Source: an optimization exercise on an open RTL-to-GDS flow (aim: small area, a short achievable clock period and few clock cycles). Production flows keep margins and buffers that such runs may drop.
At most, simulation tests tie the RTL to the original design; equivalence was not proved.
Only the layout flow was run in runs 5 and 6; the RTL was not checked for function there.

### design/flow/design.v
package dcnt_pkg;
	localparam int VAL_W     = 48;
	localparam int CMD_W     = 2;
	localparam int COUNT_W   = 16;
	localparam int UNIT_W    = 2;
	localparam int CFG_IDX_W = 2;
	localparam int DIV_W     = 32;
	localparam int MAG_W     = VAL_W + 1;
	localparam logic [CMD_W-1:0] CMD_INC  = 2'd0;
	localparam logic [CMD_W-1:0] CMD_DEC  = 2'd1;
	localparam logic [CMD_W-1:0] CMD_PEEK = 2'd2;
	localparam logic [UNIT_W-1:0] UNIT_MS  = 2'd0;
	localparam logic [UNIT_W-1:0] UNIT_SEC = 2'd1;
	localparam logic [UNIT_W-1:0] UNIT_MIN = 2'd2;
	localparam logic [UNIT_W-1:0] UNIT_BAD = 2'd3;
	localparam logic [CFG_IDX_W-1:0] REG_RATE  = 2'd0;
	localparam logic [CFG_IDX_W-1:0] REG_COUNT = 2'd1;
	localparam logic [CFG_IDX_W-1:0] REG_UNIT  = 2'd2;
	localparam logic [VAL_W-1:0] VAL_MAX   = {1'b0, {(VAL_W-1){1'b1}}};
	localparam logic [VAL_W-1:0] VAL_MIN   = {1'b1, {(VAL_W-1){1'b0}}};
	localparam logic [MAG_W-1:0] DEG_LIMIT = {1'b1, {VAL_W{1'b0}}};
	typedef struct packed {
		logic [CMD_W-1:0]        cmd;
		logic signed [VAL_W-1:0] amount;
		logic [VAL_W-1:0]        now_ms;
	} req_t;
	typedef struct packed {
		logic                    status;
		logic signed [VAL_W-1:0] result_value;
	} rsp_t;
	typedef struct packed {
		logic signed [VAL_W-1:0] decay_step;
		logic [COUNT_W-1:0]      interval_count;
		logic [UNIT_W-1:0]       interval_unit;
	} cfg_t;
endpackage
module dcnt_alu #(
	parameter int W = 48
) (
	input  logic [W-1:0] a,
	input  logic [W-1:0] b,
	input  logic         ci,
	output logic [W-1:0] s
);
	localparam int L = $clog2(W);
	logic [W-1:0] g [0:L];
	logic [W-1:0] p [0:L];
	logic [W-1:0] gg, pp;
	always_comb begin
		g[0] = a & b;
		p[0] = a ^ b;
		g[0][0] = (a[0] & b[0]) | (ci & (a[0] ^ b[0]));
		for (int l = 1; l <= L; l++) begin
			g[l] = g[l-1];
			p[l] = p[l-1];
			for (int i = 0; i < W; i++) begin
				if (((i + 1) % (1 << l)) == 0) begin
					g[l][i] = g[l-1][i] | (p[l-1][i] & g[l-1][i - (1 << (l-1))]);
					p[l][i] = p[l-1][i] & p[l-1][i - (1 << (l-1))];
				end
			end
		end
		gg = g[L];
		pp = p[L];
		for (int l = L - 1; l >= 1; l--) begin
			for (int i = 0; i < W; i++) begin
				if (((i + 1) % (1 << l)) == (1 << (l-1)) && i >= (1 << l)) begin
					gg[i] = gg[i] | (pp[i] & gg[i - (1 << (l-1))]);
					pp[i] = pp[i] & pp[i - (1 << (l-1))];
				end
			end
		end
		s[0] = p[0][0] ^ ci;
		for (int i = 1; i < W; i++) begin
			s[i] = p[0][i] ^ gg[i-1];
		end
	end
endmodule
module dcnt_cmp #(
	parameter int W = 48
) (
	input  logic [W-1:0] a,
	input  logic [W-1:0] b,
	output logic         ge
);
	localparam int L = $clog2(W);
	localparam int N = 1 << L;
	logic [N-1:0] g [0:L];
	logic [N-1:0] p [0:L];
	always_comb begin
		g[0] = '0;
		p[0] = '1;
		for (int i = 0; i < W; i++) begin
			g[0][i] = a[i] & !b[i];
			p[0][i] = a[i] | !b[i];
		end
		for (int l = 1; l <= L; l++) begin
			g[l] = '0;
			p[l] = '1;
			for (int i = 0; i < (N >> l); i++) begin
				g[l][i] = g[l-1][2*i+1] | (p[l-1][2*i+1] & g[l-1][2*i]);
				p[l][i] = p[l-1][2*i+1] & p[l-1][2*i];
			end
		end
		ge = g[L][0] | p[L][0];
	end
endmodule
import dcnt_pkg::*;
module dcnt_cfg (
	input  logic                           clk,
	input  logic                           arst_n,
	input  logic                           cfg_valid,
	output logic                           cfg_ready,
	input  logic [dcnt_pkg::CFG_IDX_W-1:0] cfg_index,
	input  logic [dcnt_pkg::VAL_W-1:0]     cfg_data,
	output logic                           cfg_wr,
	output logic [47:0]                    rate,
	output logic                           ubad,     
	output logic                           pbusy,    
	output logic [31:0]                    per       
);
	logic [15:0] cnt_q;
	logic [1:0]  unit_q;
	logic [1:0]  pst_q;
	logic [15:0] c;
	logic [29:0] sa, sb, sd;
	assign cfg_ready = 1'b1;
	assign cfg_wr    = cfg_valid;
	assign ubad      = (unit_q == UNIT_BAD);
	assign pbusy     = (pst_q != 2'd0);
	always_comb begin
		c = (cnt_q == 16'd0) ? 16'd1 : cnt_q;
		case (pst_q)
			2'd1:    begin sa = {12'd0, c, 2'd0};  sb = {14'd0, c};   end
			2'd2:    begin sa = {4'd0, c, 10'd0};  sb = per[29:0];    end
			default: begin sa = {per[25:0], 4'd0}; sb = per[29:0];    end
		endcase
	end
	dcnt_alu #(.W(30)) u_sub (.a(sa), .b(~sb), .ci(1'b1), .s(sd));
	always_ff @(posedge clk or negedge arst_n) begin
		if (!arst_n) begin
			rate   <= 48'd65536;
			cnt_q  <= 16'd1;
			unit_q <= UNIT_MS;
			per    <= 32'd1;
			pst_q  <= 2'd0;
		end else begin
			case (pst_q)
				2'd1: begin
					if (unit_q == UNIT_SEC || unit_q == UNIT_MIN) begin
						per   <= {8'd0, sd[20:0], 3'd0};
						pst_q <= 2'd2;
					end else begin
						per   <= {16'd0, c};
						pst_q <= 2'd0;
					end
				end
				2'd2: begin
					per   <= {2'd0, sd};
					pst_q <= (unit_q == UNIT_MIN) ? 2'd3 : 2'd0;
				end
				2'd3: begin
					per   <= {sd, 2'd0};
					pst_q <= 2'd0;
				end
				default: begin
				end
			endcase
			if (cfg_valid) begin
				case (cfg_index)
					REG_RATE: rate <= cfg_data;
					REG_COUNT: begin
						cnt_q <= cfg_data[15:0];
						pst_q <= 2'd1;
					end
					REG_UNIT: begin
						unit_q <= cfg_data[1:0];
						pst_q  <= 2'd1;
					end
					default: begin
					end
				endcase
			end
		end
	end
endmodule
import dcnt_pkg::*;
module dcnt_core (
	input  logic        clk,
	input  logic        arst_n,
	input  logic        req_valid,
	input  logic [1:0]  req_cmd,
	input  logic [47:0] req_amount,
	input  logic [47:0] req_now_ms,
	output logic        req_stall,
	input  logic        cfg_wr,
	input  logic [47:0] rate,
	input  logic        ubad,
	input  logic        pbusy,
	input  logic [31:0] per,
	output logic        rsp_valid,
	input  logic        rsp_stall,
	output logic        rsp_status,
	output logic [47:0] rsp_result_value
);
	localparam logic [1:0] K_ZERO = 2'd0;
	localparam logic [1:0] K_RAW  = 2'd1;
	localparam logic [1:0] K_DEC  = 2'd2;
	localparam logic [49:0] MS_MAX = 50'h1_0000_0000_0000;
	localparam logic [49:0] MS_MIN = 50'h3_0000_0000_0000;
	logic        full_q;
	logic [1:0]  cmd_q;
	logic [47:0] amt_q, now_q;
	logic        exists_q, cval_q, slow_q, sload_q, bk_q, qb_q, send_q;
	logic [47:0] raw_q, born_q, bnd_q, sh_q;
	logic [49:0] ms_q;
	logic [5:0]  sc_q;
	logic [2:0]  wc_q;
	logic        r1_v_q, r1_st_q, r2_v_q, r2_st_q;
	logic [1:0]  r1_k_q;
	logic [47:0] r2_val_q;
	logic        go, r1_mv, fin, need, eqb, ms_sat;
	logic        ge0, c1, c2, dz0, dz1, dz, vz, qb, skip8, lt8;
	logic [49:0] x1, y1, x2, y2, z1, z2;
	logic [50:0] xd, yd, zd;
	logic [48:0] bx, dl;
	logic [49:0] d0;
	logic [47:0] dval;
	logic [48:0] ad;
	logic [47:0] v_dec, v_inc;
	logic [32:0] dsub;
	logic [50:0] wa, wb, wsum;
	logic [49:0] ms_w, ms_s8;
	logic [49:0] rate_x;
	logic [49:0] ca, cb, cp1, cp2;
	logic [50:0] da, db, dc;
	assign rate_x = {{2{rate[47]}}, rate};
	assign r1_mv  = r1_v_q && (!r2_v_q || !rsp_stall);
	assign go     = !r1_v_q || r1_mv;
	always_comb begin
		ca  = {2'b00, now_q};
		cb  = ~{2'b00, bnd_q};
		cp1 = ~{18'd0, per};
		cp2 = ~{17'd0, per, 1'b0};
		x1  = ca ^ cb ^ cp1;
		y1  = (ca & cb) | (ca & cp1) | (cb & cp1);
		x2  = ca ^ cb ^ cp2;
		y2  = (ca & cb) | (ca & cp2) | (cb & cp2);
	end
	assign z1  = x1 - ~{y1[48:0], 1'b1};
	assign z2  = x2 - ~{y2[48:0], 1'b1};
	assign c1  = !z1[49];
	assign c2  = !z2[49];
	assign ge0 = (now_q >= bnd_q);
	assign dz0 = ({!raw_q[47], raw_q[47], raw_q} <= {!ms_q[49], ms_q[48:0]});
	always_comb begin
		da = {{3{raw_q[47]}}, raw_q};
		db = ~{ms_q[49], ms_q};
		dc = ~{rate_x[49], rate_x};
		xd = da ^ db ^ dc;
		yd = (da & db) | (da & dc) | (db & dc);
	end
	assign zd  = xd + {yd[49:0], 1'b1};
	assign dz1 = zd[50];
	dcnt_alu #(.W(49)) u_bx (
		.a  ({1'b0, bnd_q}),
		.b  (bk_q ? ~{17'd0, per} : {17'd0, per}),
		.ci (bk_q),
		.s  (bx)
	);
	dcnt_alu #(.W(49)) u_dl (.a({1'b0, now_q}), .b(~{1'b0, bnd_q}), .ci(1'b1), .s(dl));
	dcnt_alu #(.W(50)) u_d0 (.a({{2{raw_q[47]}}, raw_q}), .b(~ms_q), .ci(1'b1), .s(d0));
	assign dval = d0[49] ? 48'd0 : ((|d0[48:47]) ? VAL_MAX : d0[47:0]);
	assign ad    = {raw_q[47], raw_q} + ({amt_q[47], amt_q} ^ {49{cmd_q == CMD_DEC}})
	               + {48'd0, cmd_q == CMD_DEC};
	assign v_inc = (ad[48] != ad[47]) ? (ad[48] ? VAL_MIN : VAL_MAX) : ad[47:0];
	assign v_dec = ad[48] ? 48'd0 : (ad[47] ? VAL_MAX : ad[47:0]);
	assign vz    = (v_dec == 48'd0);
	dcnt_alu #(.W(33)) u_dsub (.a({bnd_q[31:0], sh_q[47]}), .b(~{1'b0, per}), .ci(1'b1), .s(dsub));
	assign qb = !dsub[32];
	dcnt_cmp #(.W(32)) u_lt8 (.a({bnd_q[23:0], sh_q[47:40]}), .b(per), .ge(lt8));
	assign skip8 = (sc_q >= 6'd8) && (bnd_q[31:24] == 8'd0) && !lt8;
	always_comb begin
		if (slow_q) begin
			wa = {ms_q, 1'b0};
			wb = qb_q ? {rate_x[49], rate_x} : 51'd0;
		end else begin
			wa = {ms_q[49], ms_q};
			wb = {rate_x[49], rate_x} ^ {51{bk_q}};
		end
	end
	dcnt_alu #(.W(51)) u_ms (.a(wa), .b(wb), .ci(!slow_q && bk_q), .s(wsum));
	always_comb begin
		if (!wsum[50] && (wsum[49] || wsum[48]))
			ms_w = MS_MAX;
		else if (wsum[50] && !(wsum[49] && wsum[48]))
			ms_w = MS_MIN;
		else
			ms_w = wsum[49:0];
		if (!ms_q[49] && (|ms_q[48:40]))
			ms_s8 = MS_MAX;
		else if (ms_q[49] && !(&ms_q[48:40]))
			ms_s8 = MS_MIN;
		else
			ms_s8 = {ms_q[41:0], 8'd0};
	end
	assign ms_sat = ms_q[48] && (ms_q[47:0] == 48'd0);
	always_comb begin
		eqb     = (bnd_q == born_q);
		need    = exists_q && (cmd_q != 2'd3) && !ubad;
		dz      = (c1 && !bk_q) ? dz1 : dz0;
		fin     = full_q && go && !slow_q && !pbusy
		          && (!need || (cval_q && (ge0 ? (bk_q || !c2) : eqb)));
	end
	assign req_stall        = full_q && !fin;
	assign rsp_valid        = r2_v_q;
	assign rsp_status       = r2_st_q;
	assign rsp_result_value = r2_val_q;
	always_ff @(posedge clk or negedge arst_n) begin
		if (!arst_n) begin
			full_q <= 1'b0;
		end else if (req_valid && !req_stall) begin
			full_q <= 1'b1;
		end else if (fin) begin
			full_q <= 1'b0;
		end
	end
	always_ff @(posedge clk) begin
		if (req_valid && !req_stall) begin
			cmd_q <= req_cmd;
			amt_q <= req_amount;
			now_q <= req_now_ms;
		end
	end
	always_ff @(posedge clk or negedge arst_n) begin
		if (!arst_n) begin
			r1_v_q <= 1'b0;
			r2_v_q <= 1'b0;
		end else begin
			if (fin) begin
				r1_v_q <= 1'b1;
			end else if (r1_mv) begin
				r1_v_q <= 1'b0;
			end
			if (r1_mv) begin
				r2_v_q <= 1'b1;
			end else if (!rsp_stall) begin
				r2_v_q <= 1'b0;
			end
		end
	end
	always_ff @(posedge clk) begin
		if (r1_mv) begin
			r2_st_q  <= r1_st_q;
			r2_val_q <= (r1_k_q == K_RAW) ? raw_q : ((r1_k_q == K_DEC) ? dval : 48'd0);
		end
	end
	always_ff @(posedge clk or negedge arst_n) begin
		if (!arst_n) begin
			exists_q <= 1'b0;
			cval_q   <= 1'b0;
			slow_q   <= 1'b0;
			sload_q  <= 1'b0;
			bk_q     <= 1'b0;
			qb_q     <= 1'b0;
			send_q   <= 1'b0;
			raw_q    <= '0;
			born_q   <= '0;
			bnd_q    <= '0;
			sh_q     <= '0;
			ms_q     <= '0;
			sc_q     <= '0;
			wc_q     <= '0;
			r1_st_q  <= 1'b0;
			r1_k_q   <= K_ZERO;
		end else begin
			if (cfg_wr) begin
				cval_q <= 1'b0;
				slow_q <= 1'b0;
				bk_q   <= 1'b0;
			end else if (go && slow_q) begin
				if (sload_q) begin
					sload_q <= 1'b0;
					ms_q    <= '0;
					qb_q    <= 1'b0;
					send_q  <= 1'b0;
					if (dl[48]) begin
						cval_q <= 1'b1;
						slow_q <= 1'b0;
					end else begin
						sh_q  <= dl[47:0];
						bnd_q <= '0;
						sc_q  <= 6'd48;
					end
				end else if (sc_q == 6'd0) begin
					if (send_q) begin
						bnd_q  <= dl[47:0];
						cval_q <= 1'b1;
						slow_q <= 1'b0;
						send_q <= 1'b0;
					end else begin
						ms_q   <= ms_w;
						qb_q   <= 1'b0;
						send_q <= 1'b1;
					end
				end else if (skip8 && !qb_q) begin
					bnd_q <= {16'd0, bnd_q[23:0], sh_q[47:40]};
					sh_q  <= {sh_q[39:0], 8'd0};
					ms_q  <= ms_s8;
					sc_q  <= sc_q - 6'd8;
				end else begin
					bnd_q <= qb ? {16'd0, dsub[31:0]} : {15'd0, bnd_q[31:0], sh_q[47]};
					sh_q  <= {sh_q[46:0], 1'b0};
					ms_q  <= ms_w;
					qb_q  <= qb;
					sc_q  <= sc_q - 6'd1;
				end
			end else if (fin) begin
				wc_q    <= '0;
				bk_q    <= 1'b0;
				r1_st_q <= 1'b0;
				r1_k_q  <= K_ZERO;
				if (cmd_q == 2'd3) begin
					r1_st_q <= 1'b1;
				end else if (!exists_q || (cmd_q == CMD_INC && (ubad || dz))) begin
					if (cmd_q == CMD_INC) begin
						exists_q <= 1'b1;
						raw_q    <= amt_q;
						born_q   <= now_q;
						bnd_q    <= now_q;
						ms_q     <= '0;
						cval_q   <= 1'b1;
						r1_k_q   <= K_RAW;
					end else begin
						r1_st_q <= 1'b1;
					end
				end else begin
					if (!ubad && c1 && !bk_q) begin
						bnd_q <= bx[47:0];
						ms_q  <= ms_w;
					end
					case (cmd_q)
						CMD_INC: begin
							raw_q  <= v_inc;
							r1_k_q <= K_DEC;
						end
						CMD_DEC: begin
							raw_q <= v_dec;
							if (vz) begin
								exists_q <= 1'b0;
							end else begin
								r1_k_q <= ubad ? K_ZERO : K_DEC;
							end
						end
						default: begin
							if (ubad || dz) begin
								exists_q <= 1'b0;
							end else begin
								r1_k_q <= K_DEC;
							end
						end
					endcase
				end
			end else if (go && full_q && need && !pbusy) begin
				if (!cval_q || (wc_q == 3'd7) || (!ge0 && ms_sat)) begin
					slow_q  <= 1'b1;
					sload_q <= 1'b1;
					bnd_q   <= born_q;
					bk_q    <= 1'b0;
				end else if (ge0) begin
					bk_q <= 1'b0;
					if (!bk_q) begin
						bnd_q <= bx[47:0];
						ms_q  <= ms_w;
						wc_q  <= wc_q + 3'd1;
					end
				end else if (!bk_q) begin
					bk_q <= 1'b1;
				end else begin
					bnd_q <= bx[47:0];
					ms_q  <= ms_w;
					wc_q  <= wc_q + 3'd1;
				end
			end
		end
	end
endmodule
import dcnt_pkg::*;
module decaying_counter #(
	parameter int TIME_WIDTH = 48,
	parameter int FRAC_BITS  = 16
) (
	input  logic                           clk,
	input  logic                           arst_n,
	input  logic                           cfg_valid,
	output logic                           cfg_ready,
	input  logic [dcnt_pkg::CFG_IDX_W-1:0] cfg_index,
	input  logic [dcnt_pkg::VAL_W-1:0]     cfg_data,
	input  logic                           req_valid,
	output logic                           req_stall,
	input  logic [dcnt_pkg::CMD_W-1:0]     req_cmd,
	input  logic [dcnt_pkg::VAL_W-1:0]     req_amount,
	input  logic [dcnt_pkg::VAL_W-1:0]     req_now_ms,
	output logic                           rsp_valid,
	input  logic                           rsp_stall,
	output logic                           rsp_status,
	output logic [dcnt_pkg::VAL_W-1:0]     rsp_result_value
);
	logic        cfg_wr, ubad, pbusy;
	logic [47:0] rate;
	logic [31:0] per;
	dcnt_cfg u_cfg (
		.clk       (clk),
		.arst_n    (arst_n),
		.cfg_valid (cfg_valid),
		.cfg_ready (cfg_ready),
		.cfg_index (cfg_index),
		.cfg_data  (cfg_data),
		.cfg_wr    (cfg_wr),
		.rate      (rate),
		.ubad      (ubad),
		.pbusy     (pbusy),
		.per       (per)
	);
	dcnt_core u_core (
		.clk              (clk),
		.arst_n           (arst_n),
		.req_valid        (req_valid),
		.req_cmd          (req_cmd),
		.req_amount       (req_amount),
		.req_now_ms       (req_now_ms),
		.req_stall        (req_stall),
		.cfg_wr           (cfg_wr),
		.rate             (rate),
		.ubad             (ubad),
		.pbusy            (pbusy),
		.per              (per),
		.rsp_valid        (rsp_valid),
		.rsp_stall        (rsp_stall),
		.rsp_status       (rsp_status),
		.rsp_result_value (rsp_result_value)
	);
endmodule
### design/flow/run.sh
#!/bin/bash
# synth_recipe.tcl (not shown) runs the flow's synth.tcl, then flattens the netlist and writes it again
# the make line also repeats each setting of config.mk as NAME=value (left out here)
make -C /OpenROAD-flow-scripts/flow DESIGN_CONFIG=/design/flow/config.mk WORK_HOME=/design/flow/orfs CLKGATE_MAP_FILE= SYNTH_SCRIPT=/design/flow/synth_recipe.tcl finish
### design/flow/config.mk
export PLATFORM = sky130hd
export DESIGN_NAME = decaying_counter
export DESIGN_NICKNAME = decaying_counter
export VERILOG_FILES = /design/flow/design.v
export SDC_FILE = /design/flow/constraint.sdc
export NUM_CORES = 4
export LEC_CHECK = 0
export CAP_MARGIN = 20
export CORE_MARGIN = 2
export CORE_UTILIZATION = 50
export PLACE_DENSITY = 0.65
export SETUP_SLACK_MARGIN = 4
export SLEW_MARGIN = 20
### design/flow/constraint.sdc
create_clock -name core_clock -period 10.0 [get_ports {clk}]
set_input_delay 2.0000 -clock core_clock [delete_from_list [all_inputs] [get_ports {clk}]]
set_output_delay 2.0000 -clock core_clock [all_outputs]
set_load 0.01 [all_outputs]
==> impl_metrics.ini, run 1 <==
[outcome]
status = complete, no violations

[cells_and_area]
final_nets = 6221
finish.utilization = 0.576
area_delta_synth_final_pct = 14.3
final_common_cell = nand2_1
layout.cells.non_filler = 6686
layout_common_cells = 465 x nand2_1, 453 x ha_1, 384 x a21oi_1, 356 x inv_1, 322 x dfrtp_1
drive_above_1_share = 0.112

[sta]
fin_tns_setup_ns = 0
final-hold-violation-count = 0
clock.fmax_mhz = 166
slew_headroom = 0.232
finalMaxSlewViolations = 0
tightest_slew_ns = 1.15
setup_violations = 0
rsz0062_at_grt = yes
post-route-period-util = 0.602
period_needed_ns = 6.02
skew_ns = 0.0328

[floorplanning]
die_area_um2 = 98100
rows = 113
die_w_um = 313
ios = 205
die_y_um = 313
core_um2 = 94900
start_util = 0.504

[synthesis]
async_flop_share = 0.712
ys_seq_area_frac = 0.283
ys_types = 96
synth_area_leaders = dfrtp_1 19%, ha_1 12%, fa_1 10%
synth_edf_count = 147
synth_cells = 5173
mappedNetlistArea_um2 = 47800
synth_top_area_frac = 0.189
syn-num-nets = 6028
syn_avg_cell_area_um2 = 9.24
yosysWarningCount = 20
yosys.area.top_type = dfrtp_1
ys_ff_latch = 511
synth_ff_type = dfrtp_1

[drt]
routed_wl_um = 170000
drc = 0
antenna_left = 0
routed_via_density = 6.27
vias = 41900
dr.pass1.iters = 6
drt-initial-drc-count = 4037
drt-wirelength-per-cell_um = 25.4

[setup_path]
path_class = flip-flop to primary output
slowest_stage = dfrtp_1
cp_cell_sequence = inv_1 -> fa_1 -> ha_1 -> nand4_1 -> a21oi_1 -> a211oi_1 -> o311ai_0 -> a211o_4 -> a211oi_4 -> a21oi_4 -> and2_4 -> buf_6
critPathMaxFanout = 7
critPathLaunchType = flip-flop
critPathBufInv = 2
critical_path.top_delay_family = compound AO/OA/AOI/OAI gates
worstPathArrival_ns = 4.02
critPathMaxStageDelay_ns = 0.50
end_kind = primary output
worstPathRequired_ns = 8.00

[clock_tree]
cts_buffers = 68
htree_levels = 3
clk_latency_ns = 0.66
holdBufCountCts = 0
clkTransAtPathRegs_ns = 0.06
cts_tree = built
clockBufferDepth = 3
clockRootBuffer = clkbuf_16
cts.sinks = 511

[placement]
gp_congestion = 0.975
dp_hpwl_um = 127000
portBuffers = 203
dp_cells = 6438

[grt]
grt_overflow = 0
grt_max_degree = 106
grt.total_usage = 0.344
grt_pass1_vias = 41300
grt_pass1_wl_um = 256000
antenna_found_initial = 2

[job]
max_cap_violations = 0

[min_path]
hp-class = flip-flop to flip-flop
sequential cells by signal, indices dropped and copies added, names as in the netlist, 2 cells and up:
register and count:
u_cfg.pst_q 2, u_core.sh_q 48, u_core.sc_q 6, u_core.r2_val_q 48
u_core.raw_q 48, u_core.born_q 48, u_core.amt_q 48, u_cfg.unit_q 2
u_cfg.per 32, u_cfg.rate 48, u_core.wc_q 3, u_core.bnd_q 48
u_core.r1_k_q 2, u_core.now_q 48, u_core.cmd_q 2, u_cfg.cnt_q 16
u_core.ms_q 50
layer usage:
layer / part of all wire / GRT usage / wire, µm / up-vias
met2: 0.48 / 0.576 / 81100 / 1849
li1: - / - / - / 19000
met3: 0.066 / 0.0484 / 11200 / 566
met4: 0.078 / 0.223 / 13200 / 0
met1: 0.38 / 0.415 / 64600 / 20600
met5: 0 / 0 / 0 / -
cells by family (layout without fill, tap and decap cells):
logic type      after synthesis  after routing  share of synthesized area
other cells                   1              2                  0.0000784
mux                         236            236                     0.0529
fa+ha+maj                   716            716                      0.225
simple gates               1318           1320                      0.129
xor+xnor                    336            336                     0.0615
compound gates             1410           1410                      0.197
buf+inv                     645            890                     0.0521
flops                       511            511                      0.283
cell usage after synthesis (25+ instances only):
master and n:
o221ai_1 35, a221oi_1 28, and2_1 28, nand2_1 471, o21ai_0 283, xor2_1 117
a211oi_1 43, mux2i_1 103, buf_1 25, mux2_2 133, a21oi_1 392, nor2_1 322
nand4_1 81, nor3_1 58, clkbuf_1 187, o21a_1 41, nor4_1 41, a2111oi_0 30
xnor2_1 219, ha_1 459, a221o_1 32, a21o_1 148, a211o_1 25, dfrtp_1 361
edfxtp_1 147, inv_1 388, buf_2 37, and3_1 30, nor2b_1 28, o211ai_1 87
a22oi_1 27, a22o_1 60, nand3_1 121, o21bai_1 36, nand2b_1 66, fa_1 243
cell type report:
| cell class | count | area [µm²] |
|---|---|---|
| multi-input cells | 4019 | 32200 |
| diodes | 1 | 2.50 |
| flip-flops and latches | 511 | 13600 |
| clock buffers | 94 | 1930 |
| repair buffers | 376 | 3510 |
| well taps | 1265 | 1580 |
| clock inverters | 30 | 258 |
| inverters | 390 | 1560 |
| fillers | 8450 | 40200 |
metrics by stage:
step	setup slack [ns]	area [µm²]	hold slack, ns
6_report	3.98	54600	0.492
5_1_grt	3.95	54600	0.517
2_1_floorplan	4.03	47800	0.425
3_3_place_gp	2.96	51000	0.470
3_5_place_dp	2.92	51000	0.480
4_1_cts	3.88	53500	0.494
worst reg2reg max path, cell delays in order, from the launching register on:
cell and delay [ns]:
dfrtp_2 0.46, clkinvlp_4 0.19, buf_4 0.18, fa_1 0.44, ha_1 0.32, a21oi_1 0.16
nor2b_1 0.06, o21ai_0 0.52, nand3_1 0.35, o311ai_4 0.57, a2111o_1 0.25, o211ai_2 0.18
o21ai_4 0.22, buf_4 0.60, buf_6 0.49, nor3_4 0.13, buf_4 0.30, o21ai_1 0.13
o221ai_1 0.13
final timing paths:
check                                       from               end  slack (ns)  cells after the start
worst min register to register    u_core.wc_q[2]    u_core.wc_q[2]        0.49                      2
worst min-delay path              u_core.wc_q[2]    u_core.wc_q[2]        0.49                      2
worst max-delay path            u_core.bnd_q[24]         req_stall        3.98                     12
min in group asynchronous                 arst_n  u_core.raw_q[37]        1.34                      1
worst max register to register  u_core.bnd_q[15]  u_core.raw_q[28]        4.17                     18
max in group asynchronous                 arst_n   u_core.ms_q[25]        6.60                      3
repair_timing:
item	CTS	global route
endpoints found under the hold margin	0	0
buffers inserted	18	101
gates resized for setup	52	108
pin swaps	4	21
gates cloned	2	0
endpoints found under the setup margin	182	228
Testbench counts, summed over its fixed seeds: cycles 7,641.
==> inputs of run 2 (changes only) <==
--- a/design/flow/config.mk
+++ b/design/flow/config.mk
@@ -8,6 +8,5 @@
 export CAP_MARGIN = 20
 export CORE_MARGIN = 2
-export CORE_UTILIZATION = 50
-export PLACE_DENSITY = 0.65
+export CORE_UTILIZATION = 40
 export SETUP_SLACK_MARGIN = 4
 export SLEW_MARGIN = 20
==> impl_metrics.ini, run 2 <==
[setup_path]
worstPathArrival_ns = 3.95
critPathMaxFanout = 7
reg2reg_to = u_core.r1_k_q[1]
reg2reg_slack_ns = 4.16
critPathLaunchType = flip-flop
end_kind = primary output
crit_path_start = u_core.bnd_q[10]
path_class = flip-flop to primary output
r2r-start = u_core.cmd_q[1]
worstPathRequired_ns = 8.00
r2r.worst_path.cells = 17
endpoint = req_stall

[grt]
grt.total_usage = 0.276
grt_overflow = 0
antenna_found_initial = 1
grt_pass1_wl_um = 256000
grt_pass1_vias = 40500
grt_max_degree = 151

[clock_tree]
cts_buffers = 68
clk_latency_ns = 0.66
clkTransAtPathRegs_ns = 0.06
holdBufCountCts = 0
clockRootBuffer = clkbuf_16
cts.sinks = 511
cts_tree = built
clockBufferDepth = 3
htree_levels = 3

[sta]
skew_ns = 0.0263
final-hold-violation-count = 0
rsz0062_at_grt = yes
slew_headroom = 0.235
fin_tns_setup_ns = 0
period_needed_ns = 5.95
finalMaxSlewViolations = 0
tightest_slew_ns = 1.12
hold_ws_ns = 0.493
clock.fmax_mhz = 168
post-route-period-util = 0.595
setup_violations = 0

[synthesis]
yosysWarningCount = 20
synth_area_leaders = dfrtp_1 19%, ha_1 12%, fa_1 10%
synth_top_area_frac = 0.189
synth_ff_type = dfrtp_1
yosys.area.top_type = dfrtp_1
async_flop_share = 0.712
synth_edf_count = 147
syn_avg_cell_area_um2 = 9.24
synthTopCellsByCount = 471 x nand2_1, 459 x ha_1, 392 x a21oi_1
mappedNetlistArea_um2 = 47800
syn-num-nets = 6028
ys_types = 96
ys_ff_latch = 511
ys_seq_area_frac = 0.283
synth_cells = 5173
synth.most_common_cell = nand2_1

[floorplanning]
die_area_um2 = 122000
rows = 126
die_w_um = 350
ios = 205
start_util = 0.404
die_y_um = 350
core_um2 = 118000

[placement]
gp_congestion = 0.948
portBuffers = 203
placed_area_um2 = 51300
dp_hpwl_um = 130000

[drt]
dr.pass1.iters = 7
drc = 0
drt-initial-drc-count = 3730
drt-wirelength-per-cell_um = 24.6
routed_wl_um = 171000
antenna_left = 0
routed_via_density = 5.96
vias = 41500

[cells_and_area]
layout_common_cells = 465 x nand2_1, 454 x ha_1, 382 x a21oi_1, 352 x inv_1, 323 x dfrtp_1
largest-register = u_core.ms_q
antenna_cells = 0
drive_above_1_share = 0.117
largest_register_ffs = 50
final_common_cell = nand2_1
area_delta_synth_final_pct = 15.5
design_area_um2 = 55200
final_nets = 6231

[outcome]
status = complete, no violations

[job]
max_cap_violations = 0

[min_path]
hp-class = flip-flop to flip-flop
-- run 2: layer usage --
layer,vias to the layer above,part of all wire,GRT usage,routed length [µm]
met1,20400,0.41,0.351,70100
met3,455,0.058,0.0331,9880
met2,1581,0.47,0.461,81200
met4,0,0.060,0.145,10300
met5,-,0,0,0
li1,19000,-,-,-
-- run 2: how the worst min path moves through the flow --
stage / startpoint / end / slack, ns / cells past startpoint
4_1_cts: u_core.wc_q[2] / u_core.wc_q[2] / 0.50 / 2
3_3_place_gp: u_core.r1_v_q / u_core.r2_v_q / 0.46 / 1
2_1_floorplan: u_core.r1_st_q / u_core.r2_st_q / 0.42 / 0
3_5_place_dp: u_core.r1_v_q / u_core.r2_v_q / 0.47 / 1
5_1_grt: u_core.wc_q[1] / u_core.wc_q[1] / 0.53 / 2
6_report: u_core.wc_q[2] / u_core.wc_q[2] / 0.49 / 2
-- run 2: repair_timing --
| action | CTS | global route |
|---|---|---|
| setup endpoints to repair | 197 | 147 |
| gates cloned | 1 | 0 |
| pin swaps | 8 | 21 |
| endpoints found under the hold margin | 0 | 0 |
| resized for setup | 66 | 112 |
| buffers inserted | 20 | 107 |
-- run 2: cell families after synthesis --
logic type	share of synthesized area
other	0.0000784
XOR/XNOR	0.0615
buffers and inverters	0.0521
AO/OA/AOI/OAI	0.197
AND/OR/NAND/NOR	0.129
flip-flops	0.283
adder cells (fa/ha/maj)	0.225
multiplexers	0.0529
-- run 2: metrics by stage --
stage | instances | setup WS [ns] | utilization
2_1_floorplan | 5173 | 4.03 | -
3_3_place_gp | 6714 | 2.91 | 0.434
3_5_place_dp | 6714 | 2.85 | 0.434
4_1_cts | 6860 | 3.81 | 0.457
5_1_grt | 6967 | 3.97 | 0.467
6_report | 6967 | 4.05 | 0.467
-- run 2: critical path, cell delays in order (launching register included) --
cell        delay [ns]
dfrtp_2           0.50
clkinvlp_4        0.20
fa_1              0.60
ha_4              0.21
a21o_1            0.16
a21oi_2           0.13
o21ai_2           0.07
a21oi_2           0.15
o21ai_4           0.13
a211o_4           0.42
a211oi_4          0.34
a21oi_4           0.12
and2_4            0.16
buf_6             0.11
-- run 2: final cells by class --
cell class              instances  area [µm²]
well taps                    1536        1920
clock inverters                28         292
flip-flops and latches        511       13600
inverters                     390        1570
multi-input cells            4018       32300
clock buffers                  97        2030
repair buffers                387        3570
fillers                     11200       63000
==> inputs of run 3 (changes only) <==
--- a/design/flow/config.mk
+++ b/design/flow/config.mk
@@ -9,4 +9,4 @@
 export CORE_MARGIN = 2
 export CORE_UTILIZATION = 40
-export SETUP_SLACK_MARGIN = 4
+export SETUP_SLACK_MARGIN = 4.3
 export SLEW_MARGIN = 20
==> impl_metrics.ini, run 3 <==
[sta]
post-route-period-util = 0.598
fin_tns_setup_ns = 0
slew_headroom = 0.316
tightest_slew_ns = 1.00
finalMaxSlewViolations = 0
setup_violations = 0
rsz0062_at_grt = yes
skew_ns = 0.0320
clock.fmax_mhz = 167
final-hold-violation-count = 0
period_needed_ns = 5.98

[job]
max_cap_violations = 0

[clock_tree]
clk_latency_ns = 0.68
cts_tree = built
cts.sinks = 511
cts_buffers = 67
clockRootBuffer = clkbuf_16
clkTransAtPathRegs_ns = 0.06
htree_levels = 3
clockBufferDepth = 3

[cells_and_area]
largest-register = u_core.ms_q
final_nets = 6248
final_common_cell = nand2_1
layout_common_cells = 467 x nand2_1, 452 x ha_1, 376 x a21oi_1, 342 x inv_1, 317 x nor2_1
area_delta_synth_final_pct = 16.9
drive_above_1_share = 0.130
finish.utilization = 0.473
largest_register_ffs = 50

[setup_path]
reg2reg_slack_ns = 4.02
cp_common_cell = buf_4
r2r-start = u_core.bnd_q[18]
slowest_stage = nor4_1
worstPathArrival_ns = 6.53
path_class = flip-flop to flip-flop
worstPathRequired_ns = 10.54
r2r.worst_path.cells = 37
critPathMaxStageDelay_ns = 0.54
crit_path_start = u_core.bnd_q[18]
critPathMaxFanout = 6
end_kind = flip-flop
critPathLaunchType = flip-flop
reg2reg_to = u_core.bk_q
endpoint = u_core.bk_q

[floorplanning]
start_util = 0.404
core_um2 = 118000
die_w_um = 350
ios = 205
die_area_um2 = 122000
rows = 126
die_y_um = 350

[synthesis]
synthTopCellsByCount = 471 x nand2_1, 459 x ha_1, 392 x a21oi_1
mappedNetlistArea_um2 = 47800
synth_top_area_frac = 0.189
ys_ff_latch = 511
async_flop_share = 0.712
ys_types = 96
synth_ff_type = dfrtp_1
yosys.area.top_type = dfrtp_1
ys_seq_area_frac = 0.283
yosysWarningCount = 20
syn_avg_cell_area_um2 = 9.24
syn-num-nets = 6028
synth_cells = 5173
synth_edf_count = 147
synth.most_common_cell = nand2_1
synth_area_leaders = dfrtp_1 19%, ha_1 12%, fa_1 10%

[placement]
gp_congestion = 0.973
dp_hpwl_um = 131000
portBuffers = 203

[grt]
grt.total_usage = 0.286
grt_pass1_vias = 41100
grt_pass1_wl_um = 263000
grt_overflow = 0
antenna_found_initial = 4
grt_max_degree = 141

[min_path]
hp-class = flip-flop to flip-flop

[drt]
vias = 42100
routed_via_density = 6.03
routed_wl_um = 178000
drt-initial-drc-count = 3822
drc = 0
drt-wirelength-per-cell_um = 25.5
antenna_left = 0
dr.pass1.iters = 5

[outcome]
status = complete, no violations
[run 3: cell counts after synthesis]
Identical to the previous run, type by type.
[run 3: how the worst min path moves through the flow]
stage | start | to | slack (ns) | depth (start not counted)
3_3_place_gp | u_core.r1_v_q | u_core.r2_v_q | 0.46 | 1
3_5_place_dp | u_core.r1_v_q | u_core.r2_v_q | 0.47 | 1
5_1_grt | u_core.wc_q[1] | u_core.wc_q[1] | 0.53 | 2
4_1_cts | u_core.wc_q[2] | u_core.wc_q[2] | 0.50 | 2
6_report | u_core.wc_q[1] | u_core.wc_q[1] | 0.49 | 2
2_1_floorplan | u_core.r1_st_q | u_core.r2_st_q | 0.42 | 0
[run 3: layout make-up]
type	instances	area (µm²)
flip-flops and latches	511	13600
multi-input cells	4019	32500
clock buffers	91	1970
repair buffers	404	3900
clock inverters	33	413
well taps	1536	1920
diodes	1	2.50
fillers	11300	62400
inverters	390	1580
[run 3: what timing repair did]
item | 4_1_cts | 5_1_grt
resized for setup | 172 | 114
setup buffers | 116 | 27
gates cloned | 3 | 3
pin swaps | 28 | 26
setup endpoints to repair | 183 | 206
hold buffers | 0 | 0
[run 3: worst max-delay path, delay by kind of cell, from the launching register on]
| kind | cells | cell delay [ns] |
|---|---|---|
| buffers and inverters | 29 | 3.59 |
| and+or+nand+nor | 6 | 1.19 |
| xor gates and xnor gates | 1 | 0.48 |
| DFF | 1 | 0.45 |
| AOI/OAI and AO/OA | 1 | 0.17 |
[run 3: cells by family after synthesis]
logic type | count (synthesis) | share of synthesized area
and+or+nand+nor | 1318 | 0.129
muxes | 236 | 0.0529
buffers and inverters | 645 | 0.0521
DFF | 511 | 0.283
xor gates and xnor gates | 336 | 0.0615
other | 1 | 0.0000784
adders and majority gates | 716 | 0.225
AOI/OAI and AO/OA | 1410 | 0.197
[run 3: metal layers]
layer / up-vias / track usage / share of wire
met1: 20700 / 0.353 / 0.39
met4: 0 / 0.158 / 0.065
met2: 1852 / 0.480 / 0.47
li1: 19000 / - / -
met3: 513 / 0.0417 / 0.068
met5: - / 0 / 0
[run 3: through the flow]
stage	instances	setup slack, ns	hold WS, ns	cell area (µm²)
after floorplan	5173	4.30	0.425	47800
after global placement	6711	2.60	0.461	51300
after detailed placement	6711	2.56	0.470	51300
after CTS	6954	4.13	0.497	55100
after global routing	6984	4.00	0.526	55900
final	6985	4.02	0.494	55900
==> inputs of run 4 (changes only) <==
--- a/design/flow/design.v
+++ b/design/flow/design.v
@@ -264,7 +264,7 @@
 	assign dz1 = zd[50];
 	dcnt_alu #(.W(49)) u_bx (
-		.a  ({1'b0, bnd_q}),
-		.b  (bk_q ? ~{17'd0, per} : {17'd0, per}),
-		.ci (bk_q),
+		.a  (slow_q ? {16'd0, bnd_q[31:0], sh_q[47]} : {1'b0, bnd_q}),
+		.b  ((bk_q || slow_q) ? ~{17'd0, per} : {17'd0, per}),
+		.ci (bk_q || slow_q),
 		.s  (bx)
 	);
@@ -277,6 +277,6 @@
 	assign v_dec = ad[48] ? 48'd0 : (ad[47] ? VAL_MAX : ad[47:0]);
 	assign vz    = (v_dec == 48'd0);
-	dcnt_alu #(.W(33)) u_dsub (.a({bnd_q[31:0], sh_q[47]}), .b(~{1'b0, per}), .ci(1'b1), .s(dsub));
-	assign qb = !dsub[32];
+	assign dsub = bx[32:0];
+	assign qb   = !bx[48];
 	dcnt_cmp #(.W(32)) u_lt8 (.a({bnd_q[23:0], sh_q[47:40]}), .b(per), .ge(lt8));
 	assign skip8 = (sc_q >= 6'd8) && (bnd_q[31:24] == 8'd0) && !lt8;
--- a/design/flow/config.mk
+++ b/design/flow/config.mk
@@ -9,4 +9,4 @@
 export CORE_MARGIN = 2
 export CORE_UTILIZATION = 40
-export SETUP_SLACK_MARGIN = 4.3
+export SETUP_SLACK_MARGIN = 4
 export SLEW_MARGIN = 20
==> impl_metrics.ini, run 4 <==
[drt]
drc = 0
routed_via_density = 6.03
drt-initial-drc-count = 4392
antenna_left = 0
routed_wl_um = 170000
drt-wirelength-per-cell_um = 24.9
dr.pass1.iters = 8
vias = 41200

[clock_tree]
cts_tree = built
cts.sinks = 511
htree_levels = 3
clk_latency_ns = 0.67
clockRootBuffer = clkbuf_16
clockBufferDepth = 3
holdBufCountCts = 0
clkTransAtPathRegs_ns = 0.06
cts_buffers = 67

[cells_and_area]
final_nets = 6085
final_common_cell = nand2_1
design_area_um2 = 52900
largest_register_ffs = 50
largest-register = u_core.ms_q
antenna_cells = 0
drive_above_1_share = 0.0860
layout_common_cells = 646 x nand2_1, 426 x ha_1, 383 x a21oi_1, 380 x inv_1, 328 x dfrtp_1
fillers = 11100
area_delta_synth_final_pct = 14.1

[synthesis]
yosysWarningCount = 17
synthTopCellsByCount = 650 x nand2_1, 428 x ha_1, 419 x inv_1
yosys.area.top_type = dfrtp_1
synth_edf_count = 147
synth.most_common_cell = nand2_1
synth_ff_type = dfrtp_1
ys_types = 95
synth_area_leaders = dfrtp_1 19%, ha_1 12%, fa_1 9.8%
mappedNetlistArea_um2 = 46300
async_flop_share = 0.712
synth_cells = 5150
ys_seq_area_frac = 0.292
syn_avg_cell_area_um2 = 9.00
synth_top_area_frac = 0.195
syn-num-nets = 5958
ys_ff_latch = 511

[floorplanning]
core_um2 = 115000
die_w_um = 344
ios = 205
rows = 124
die_y_um = 344
die_area_um2 = 119000
start_util = 0.404

[setup_path]
crit_path_start = u_core.bnd_q[21]
path_class = flip-flop to primary output
end_kind = primary output
cp_cell_sequence = clkinvlp_4 -> fa_1 -> ha_1 -> nand4_1 -> nor4_4 -> inv_4 -> a2111oi_4 -> o211ai_1 -> a31oi_2 -> and3_4 -> buf_6
slowest_stage = a2111oi_4
worstPathArrival_ns = 4.21
worstPathRequired_ns = 8.00
r2r-start = u_cfg.per[13]
critPathBufInv = 3
critPathMaxStageDelay_ns = 0.61
critical_path.top_delay_family = compound AO/OA/AOI/OAI gates
critPathMaxFanout = 6
critPathLaunchType = flip-flop

[sta]
rsz0062_at_grt = yes
slew_headroom = 0.212
post-route-period-util = 0.621
tightest_slew_ns = 1.18
final-hold-violation-count = 0
setup_violations = 0
clock.fmax_mhz = 161
fin_tns_setup_ns = 0
finalMaxSlewViolations = 0
hold_ws_ns = 0.473
skew_ns = 0.0436
period_needed_ns = 6.21

[grt]
grt_max_degree = 152
antenna_found_initial = 4
grt.total_usage = 0.282
grt_pass1_vias = 39600
grt_overflow = 0
grt_pass1_wl_um = 254000

[min_path]
hp-class = flip-flop to flip-flop
hold_start = u_core.r1_st_q

[placement]
gp_congestion = 0.940
dp_hpwl_um = 127000
portBuffers = 203
placed_area_um2 = 49800

[outcome]
status = complete, no violations

[job]
max_cap_violations = 0
[run 4: changes by cell type in the layout (fill, tap and decap cells not counted), sizes merged, moves of 36 or more]
cell,change
nand2,+179
buf,-95
mux2,-56
o211ai,-53
nand3,-51
inv,+49
a31oi,+47
o21ai,+42
a221oi,+41
a21o,-36
[run 4: cell families after synthesis]
kind of cell    synth area share
xor+xnor                  0.0622
simple gates               0.136
flops                      0.292
compound gates             0.204
buf+inv                   0.0560
other cells            0.0000809
mux                       0.0338
fa+ha+maj                  0.216
[run 4: timing repair]
item,4_1_cts,5_1_grt
pin swaps,9,8
cloned,3,5
setup endpoints to repair,220,192
resized for setup,100,48
setup buffers,26,22
[run 4: cell type report]
| cell class | instances | area (µm²) | share of cell area |
|---|---|---|---|
| Clock buffer | 93 | 1930 | 0.0365 |
| Multi-Input combinational cell | 3967 | 30600 | 0.579 |
| Timing Repair Buffer | 307 | 2930 | 0.0554 |
| Inverter | 423 | 1650 | 0.0313 |
| Sequential cell | 511 | 13600 | 0.257 |
| Clock inverter | 25 | 277 | 0.00523 |
| Tap cell | 1512 | 1890 | 0.0358 |
[run 4: worst paths after layout]
path	end	slack, ns	depth (start not counted)
worst max-delay path	req_stall	3.79	11
worst min register to register	u_core.r2_st_q	0.47	0
max in group asynchronous	u_core.slow_q	6.97	2
min in group asynchronous	u_cfg.rate[30]	1.34	1
worst min-delay path	u_core.r2_st_q	0.47	0
worst max register to register	u_core.born_q[25]	4.05	17
[run 4: metal layers]
| metal | global-route usage | wire, µm |
|---|---|---|
| met1 | 0.415 | 76500 |
| met5 | 0 | 20 |
| met2 | 0.426 | 73400 |
| met3 | 0.0473 | 15200 |
| met4 | 0.0813 | 5370 |
[run 4: through the flow]
stage / util / cells / worst slack (ns)
2_1_floorplan: - / 5150 / 4.14
6_report: 0.461 / 6838 / 3.79
5_1_grt: 0.461 / 6838 / 3.64
3_5_place_dp: 0.435 / 6664 / 3.07
3_3_place_gp: 0.435 / 6664 / 3.15
4_1_cts: 0.458 / 6811 / 3.79
Testbench counts of run 4, summed over its fixed seeds: cycles 7,641.
==> inputs of run 5 (changes only) <==
--- a/design/flow/design.v
+++ b/design/flow/design.v
@@ -253,5 +253,4 @@
 	assign c2  = !z2[49];
 	assign ge0 = (now_q >= bnd_q);
-	assign dz0 = ({!raw_q[47], raw_q[47], raw_q} <= {!ms_q[49], ms_q[48:0]});
 	always_comb begin
 		da = {{3{raw_q[47]}}, raw_q};
@@ -272,6 +271,11 @@
 	dcnt_alu #(.W(50)) u_d0 (.a({{2{raw_q[47]}}, raw_q}), .b(~ms_q), .ci(1'b1), .s(d0));
 	assign dval = d0[49] ? 48'd0 : ((|d0[48:47]) ? VAL_MAX : d0[47:0]);
-	assign ad    = {raw_q[47], raw_q} + ({amt_q[47], amt_q} ^ {49{cmd_q == CMD_DEC}})
-	               + {48'd0, cmd_q == CMD_DEC};
+	assign dz0  = d0[49] || (d0 == 50'd0);
+	dcnt_alu #(.W(49)) u_ad (
+		.a  ({raw_q[47], raw_q}),
+		.b  ({amt_q[47], amt_q} ^ {49{cmd_q == CMD_DEC}}),
+		.ci (cmd_q == CMD_DEC),
+		.s  (ad)
+	);
 	assign v_inc = (ad[48] != ad[47]) ? (ad[48] ? VAL_MIN : VAL_MAX) : ad[47:0];
 	assign v_dec = ad[48] ? 48'd0 : (ad[47] ? VAL_MAX : ad[47:0]);
==> impl_metrics.ini, run 5 <==
[clock_tree]
cts.sinks = 511
clockBufferDepth = 3
clkTransAtPathRegs_ns = 0.07
clockRootBuffer = clkbuf_16
htree_levels = 2
clk_latency_ns = 0.72
cts_buffers = 61
cts_tree = built

[drt]
routed_wl_um = 168000
routed_via_density = 6.05
antenna_left = 0
drc = 0
drt-initial-drc-count = 4339
dr.pass1.iters = 8
drt-wirelength-per-cell_um = 25.2
vias = 40200

[grt]
grt_max_degree = 136
grt_overflow = 0
grt.total_usage = 0.278
grt_pass1_wl_um = 247000
antenna_found_initial = 1
grt_pass1_vias = 39100

[setup_path]
critPathMaxFanout = 34
critPathLaunchType = flip-flop
end_kind = flip-flop
r2r-start = u_core.cmd_q[1]
worstPathRequired_ns = 10.52
path_class = flip-flop to flip-flop
crit_path_start = u_core.cmd_q[1]
worstPathArrival_ns = 6.80

[sta]
setup_violations = 0
post-route-period-util = 0.628
rsz0062_at_grt = yes
final-hold-violation-count = 0
finalMaxSlewViolations = 0
period_needed_ns = 6.28
slew_headroom = 0.120
tightest_slew_ns = 1.32
fin_tns_setup_ns = 0
fin_ws_ns = 3.72
clock.fmax_mhz = 159
skew_ns = 0.0469

[synthesis]
yosys.area.top_type = dfrtp_1
synth_top_area_frac = 0.199
yosysWarningCount = 17
synth_cells = 4850
synth_area_leaders = dfrtp_1 20%, ha_1 12%, fa_1 11%
ys_types = 92
ys_seq_area_frac = 0.297
syn_avg_cell_area_um2 = 9.38
async_flop_share = 0.712
synth_edf_count = 147
synthTopCellsByCount = 425 x ha_1, 418 x inv_1, 384 x nand2_1
synth_ff_type = dfrtp_1
synth.most_common_cell = ha_1
ys_ff_latch = 511
syn-num-nets = 5678
mappedNetlistArea_um2 = 45500

[job]
max_cap_violations = 0

[cells_and_area]
drive_above_1_share = 0.152
final_nets = 5914
layout_common_cells = 408 x ha_1, 404 x inv_1, 367 x nand2_1, 345 x dfrtp_1, 302 x o21ai_0
multi_input_area_um2 = 31400
final_common_cell = ha_1
largest_register_ffs = 50
largest-register = u_core.ms_q
seqCellArea_um2 = 13500
fillers = 10300
area_delta_synth_final_pct = 22.0
layout.cells.non_filler = 6640

[min_path]
hp-class = flip-flop to flip-flop
hold_start = u_core.r1_v_q

[placement]
gp_congestion = 0.940
dp_hpwl_um = 116000
dp_cells = 6361
portBuffers = 203
pre_cts_slack_ns = 2.00

[floorplanning]
die_area_um2 = 116000
die_w_um = 341
start_util = 0.404
die_y_um = 341
core_um2 = 113000
rows = 123
ios = 205

[outcome]
status = complete, no violations
-- run 5: cell count changes after synthesis, sizes merged, moves of 24 or more --
cell    previous run  this run
mux2i             70       100
xor2              95       122
a22oi             30        65
nor2b             21        45
a21o             112       150
a221oi            70        38
xnor2            234       192
o21ai            345       409
mux2              77       106
nand2            651       384
a221o             53        11
a21oi            386       332
-- run 5: cells by family after synthesis --
| logic type | Yosys count | synth area share |
|---|---|---|
| compound gates | 1402 | 0.199 |
| simple gates | 1071 | 0.110 |
| fa+ha+maj | 682 | 0.228 |
| buf+inv | 663 | 0.0564 |
| flops | 511 | 0.297 |
| xor+xnor | 314 | 0.0604 |
| mux | 206 | 0.0482 |
| other cells | 1 | 0.0000824 |
-- run 5: area by class of cell --
type,count,area share
multi-input combinational,3685,0.566
sequential,511,0.244
clock inverter,35,0.0101
tap,1500,0.0338
clock buffer,80,0.0301
antenna,2,0.0000902
timing repair buffer,407,0.0870
inverter,420,0.0286
-- run 5: repair_timing --
item                       4_1_cts  5_1_grt
hold buffers                     0        0
pin swaps                       95      141
gates cloned                    39       10
resized for setup              253      291
setup endpoints to repair      199      203
setup buffers                   81       30
-- run 5: worst paths after layout --
| path | endpoint | depth (start not counted) | slack [ns] |
|---|---|---|---|
| worst min-delay path | u_core.r2_v_q | 1 | 0.48 |
| worst min register to register | u_core.r2_v_q | 1 | 0.48 |
| min in group asynchronous | u_core.bnd_q[39] | 1 | 1.36 |
| max in group asynchronous | u_core.bnd_q[21] | 2 | 7.13 |
| worst max-delay path | u_core.raw_q[0] | 27 | 3.72 |
| worst max register to register | u_core.raw_q[0] | 27 | 3.72 |
-- run 5: critical path: stages (launching register included) --
cell and delay (ns):
edfxtp_1 0.57, nand2b_4 0.28, buf_4 0.17, buf_6 0.21
xnor2_1 0.10, ha_1 0.37, and4_1 0.21, nand3_1 0.13
nor4_1 0.32, o31a_1 0.29, o211ai_1 0.13, buf_4 0.17
o211ai_1 0.23, and2_1 0.22, a21oi_1 0.12, o21bai_1 0.13
a21oi_1 0.11, fa_1 0.49, xnor2_4 0.19, clkbuf_8 0.23
ha_4 0.31, buf_12 0.20, inv_1 0.10, o211ai_1 0.19
buf_4 0.18, buf_12 0.15, o221ai_4 0.10, a2bb2oi_2 0.15
-- run 5: per-layer routing --
metal	global-route usage	wire length [µm]	up-vias
met5	0	0	-
met4	0.106	6730	0
met3	0.0494	15400	349
met2	0.419	72600	1952
met1	0.397	72800	20000
li1	-	-	17900
-- run 5: metrics by stage --
step	cell area (µm²)	utilization	hold slack (ns)
floorplan	45500	-	0.425
global placement	49000	0.435	0.469
detailed placement	49000	0.435	0.466
CTS	53900	0.479	0.485
global route	55500	0.493	0.522
finish	55500	0.493	0.484
==> inputs of run 6 (changes only) <==
--- a/design/flow/config.mk
+++ b/design/flow/config.mk
@@ -9,4 +9,6 @@
 export CORE_MARGIN = 2
 export CORE_UTILIZATION = 40
+export CTS_CLUSTER_DIAMETER = 100
+export CTS_CLUSTER_SIZE = 30
 export SETUP_SLACK_MARGIN = 4
 export SLEW_MARGIN = 20
==> impl_metrics.ini, run 6 <==
[sta]
final-hold-violation-count = 0
fin_tns_setup_ns = 0
period_needed_ns = 6.22
rsz0062_at_grt = yes
tightest_slew_ns = 1.39
clock.fmax_mhz = 161
post-route-period-util = 0.622
slew_headroom = 0.0747
setup_violations = 0
skew_ns = 0.0548
finalMaxSlewViolations = 0

[cells_and_area]
antenna_cells = 0
fillers = 10500
layout_common_cells = 406 x ha_1, 399 x inv_1, 371 x nand2_1, 335 x dfrtp_1
largest-register = u_core.ms_q
largest_register_ffs = 50
final_nets = 5898
drive_above_1_share = 0.142
design_area_um2 = 54300
area_delta_synth_final_pct = 19.3
final_common_cell = ha_1

[min_path]
hp-class = flip-flop to flip-flop
min_to = u_core.r2_v_q
min_delay_path_depth = 1
hold_start = u_core.r1_v_q

[drt]
drt-initial-drc-count = 4614
routed_wl_um = 167000
routed_via_density = 6.07
dr.pass1.iters = 6
drc = 0
antenna_left = 0
drt-wirelength-per-cell_um = 25.3
vias = 40000

[setup_path]
worstPathArrival_ns = 6.75
path_class = flip-flop to flip-flop
r2r.worst_path.cells = 29
end_kind = flip-flop
reg2reg_to = u_core.raw_q[0]
critPathMaxFanout = 6
critPathBufInv = 4
critPathMaxStageDelay_ns = 0.53
slowest_stage = fa_1
worstPathRequired_ns = 10.52
critPathLaunchType = flip-flop
crit_path_start = u_core.ms_q[0]
r2r-start = u_core.ms_q[0]
reg2reg_slack_ns = 3.78
critical_path.top_delay_family = compound AO/OA/AOI/OAI gates

[floorplanning]
start_util = 0.404
die_w_um = 341
die_y_um = 341
die_area_um2 = 116000
ios = 205
core_um2 = 113000
rows = 123

[synthesis]
synthTopCellsByCount = 425 x ha_1, 418 x inv_1, 384 x nand2_1
yosys.area.top_type = dfrtp_1
synth_area_leaders = dfrtp_1 20%, ha_1 12%, fa_1 11%
ys_types = 92
ys_seq_area_frac = 0.297
synth_cells = 4850
async_flop_share = 0.712
synth_ff_type = dfrtp_1
synth_top_area_frac = 0.199
synth.most_common_cell = ha_1
synth_edf_count = 147
yosysWarningCount = 17
ys_ff_latch = 511
mappedNetlistArea_um2 = 45500
syn-num-nets = 5678
syn_avg_cell_area_um2 = 9.38

[clock_tree]
cts_tree = built
clkTransAtPathRegs_ns = 0.11
cts.sinks = 511
cts_buffers = 31
clockRootBuffer = clkbuf_16
holdBufCountCts = 0
htree_levels = 1
clk_latency_ns = 0.71
clockBufferDepth = 3

[grt]
grt_overflow = 0
grt_pass1_vias = 38400
antenna_found_initial = 1
grt_max_degree = 136
grt.total_usage = 0.274
grt_pass1_wl_um = 244000

[placement]
placed_area_um2 = 49000
portBuffers = 203
dp_hpwl_um = 116000
gp_congestion = 0.940

[job]
max_cap_violations = 0

[outcome]
status = complete, no violations
run 6: stage by stage:
step / worst slack [ns] / hold WS (ns) / utilization / cells
detailed placement: 2.00 / 0.466 / 0.435 / 6361
floorplan: 3.96 / 0.425 / - / 4850
finish: 3.78 / 0.492 / 0.482 / 6593
CTS: 3.56 / 0.494 / 0.464 / 6510
global route: 3.50 / 0.522 / 0.482 / 6593
global placement: 2.08 / 0.469 / 0.435 / 6360
run 6: kinds of logic (layout without fill, tap and decap cells):
| family | Yosys count | in the layout | share of synthesized area |
|---|---|---|---|
| AOI/OAI and AO/OA | 1402 | 1402 | 0.199 |
| xor gates and xnor gates | 314 | 314 | 0.0604 |
| adders and majority gates | 682 | 682 | 0.228 |
| buffers and inverters | 663 | 895 | 0.0564 |
| DFF | 511 | 511 | 0.297 |
| muxes | 206 | 206 | 0.0482 |
| other | 1 | 1 | 0.0000824 |
| and+or+nand+nor | 1071 | 1082 | 0.110 |
run 6: what timing repair did:
item / CTS / global route
gates cloned: 29 / 15
resized for setup: 221 / 270
setup buffers: 64 / 65
hold endpoints to repair: 0 / 0
pin swaps: 99 / 117
setup endpoints to repair: 199 / 203
run 6: layout make-up:
class / count / area (µm²) / share of cell area
multi-input cells: 3687 / 31300 / 0.577
flip-flops and latches: 511 / 13600 / 0.250
repair buffers: 419 / 4730 / 0.0872
well taps: 1500 / 1880 / 0.0346
inverters: 420 / 1610 / 0.0297
clock buffers: 34 / 787 / 0.0145
clock inverters: 22 / 407 / 0.00749
run 6: per-layer routing:
metal / GRT usage / part of all wire
met5: 0 / 0
met4: 0.0902 / 0.037
met3: 0.0471 / 0.094
met2: 0.418 / 0.44
met1: 0.392 / 0.43
run 6: worst max path at each step:
stage                   endpoint  cells past startpoint  slack, ns
3_3_place_gp   u_core.born_q[21]                     27       2.08
6_report         u_core.raw_q[0]                     29       3.78
4_1_cts        u_core.born_q[19]                     27       3.56
2_1_floorplan  u_core.born_q[21]                     27       3.96
3_5_place_dp     u_core.ms_q[43]                     30       2.00
5_1_grt         u_core.bnd_q[37]                     29       3.50
run 6: worst reg2reg max path: cells and delay by family, from the launching register on:
kind	cells	cell delay (ns)
AOI/OAI and AO/OA	14	2.73
buffers and inverters	4	0.69
DFF	1	0.45
and+or+nand+nor	8	1.18
adders and majority gates	3	1.06

[afterwards: timing with drivers on the ports]
The flow's constraints put no driver on any port. The routed layouts listed below were extracted and timed again, unchanged, in two steps.
Step 1 sets driving cells, clkbuf_16 on the clock port and buf_2 on the other inputs (assumed; they add their load-dependent delay and slew).
Step 2, shift: input delay + t, output delay - t, t = (earliest + latest rising clock arrival at the registers) / 2. This alone moves slack from input paths to output paths.
Three values: ideal, step 1, step 2; two values: the first two.
| run | shift t [ns] | setup slack, ns | slew at the worst register clock pin (ns) | worst slew at a driven data input, ns | cell pins on the clock port's net |
|---|---|---|---|---|---|
| run 1 | 0.722 | 3.979 / 3.903 / 3.833 | 0.07 / 0.07 | 0.07 | 1 |
| run 2 | 0.722 | 4.045 / 3.967 / 4.054 | 0.06 / 0.06 | 0.09 | 1 |
| run 3 | 0.745 | 4.018 / 4.018 / 3.324 | 0.06 / 0.06 | 0.10 | 1 |
| run 4 | 0.721 | 3.788 / 3.711 / 3.471 | 0.06 / 0.06 | 0.07 | 1 |
| run 5 | 0.770 | 3.724 / 3.724 / 3.724 | 0.07 / 0.07 | 0.07 | 1 |
| run 6 | 0.755 | 3.776 / 3.764 / 3.776 | 0.12 / 0.12 | 0.06 | 1 |
After both steps setup and hold are still met in every run listed. The setup slack of run 3, which loses most, moves by 0.000 ns with the drivers and by -0.694 ns with both steps.
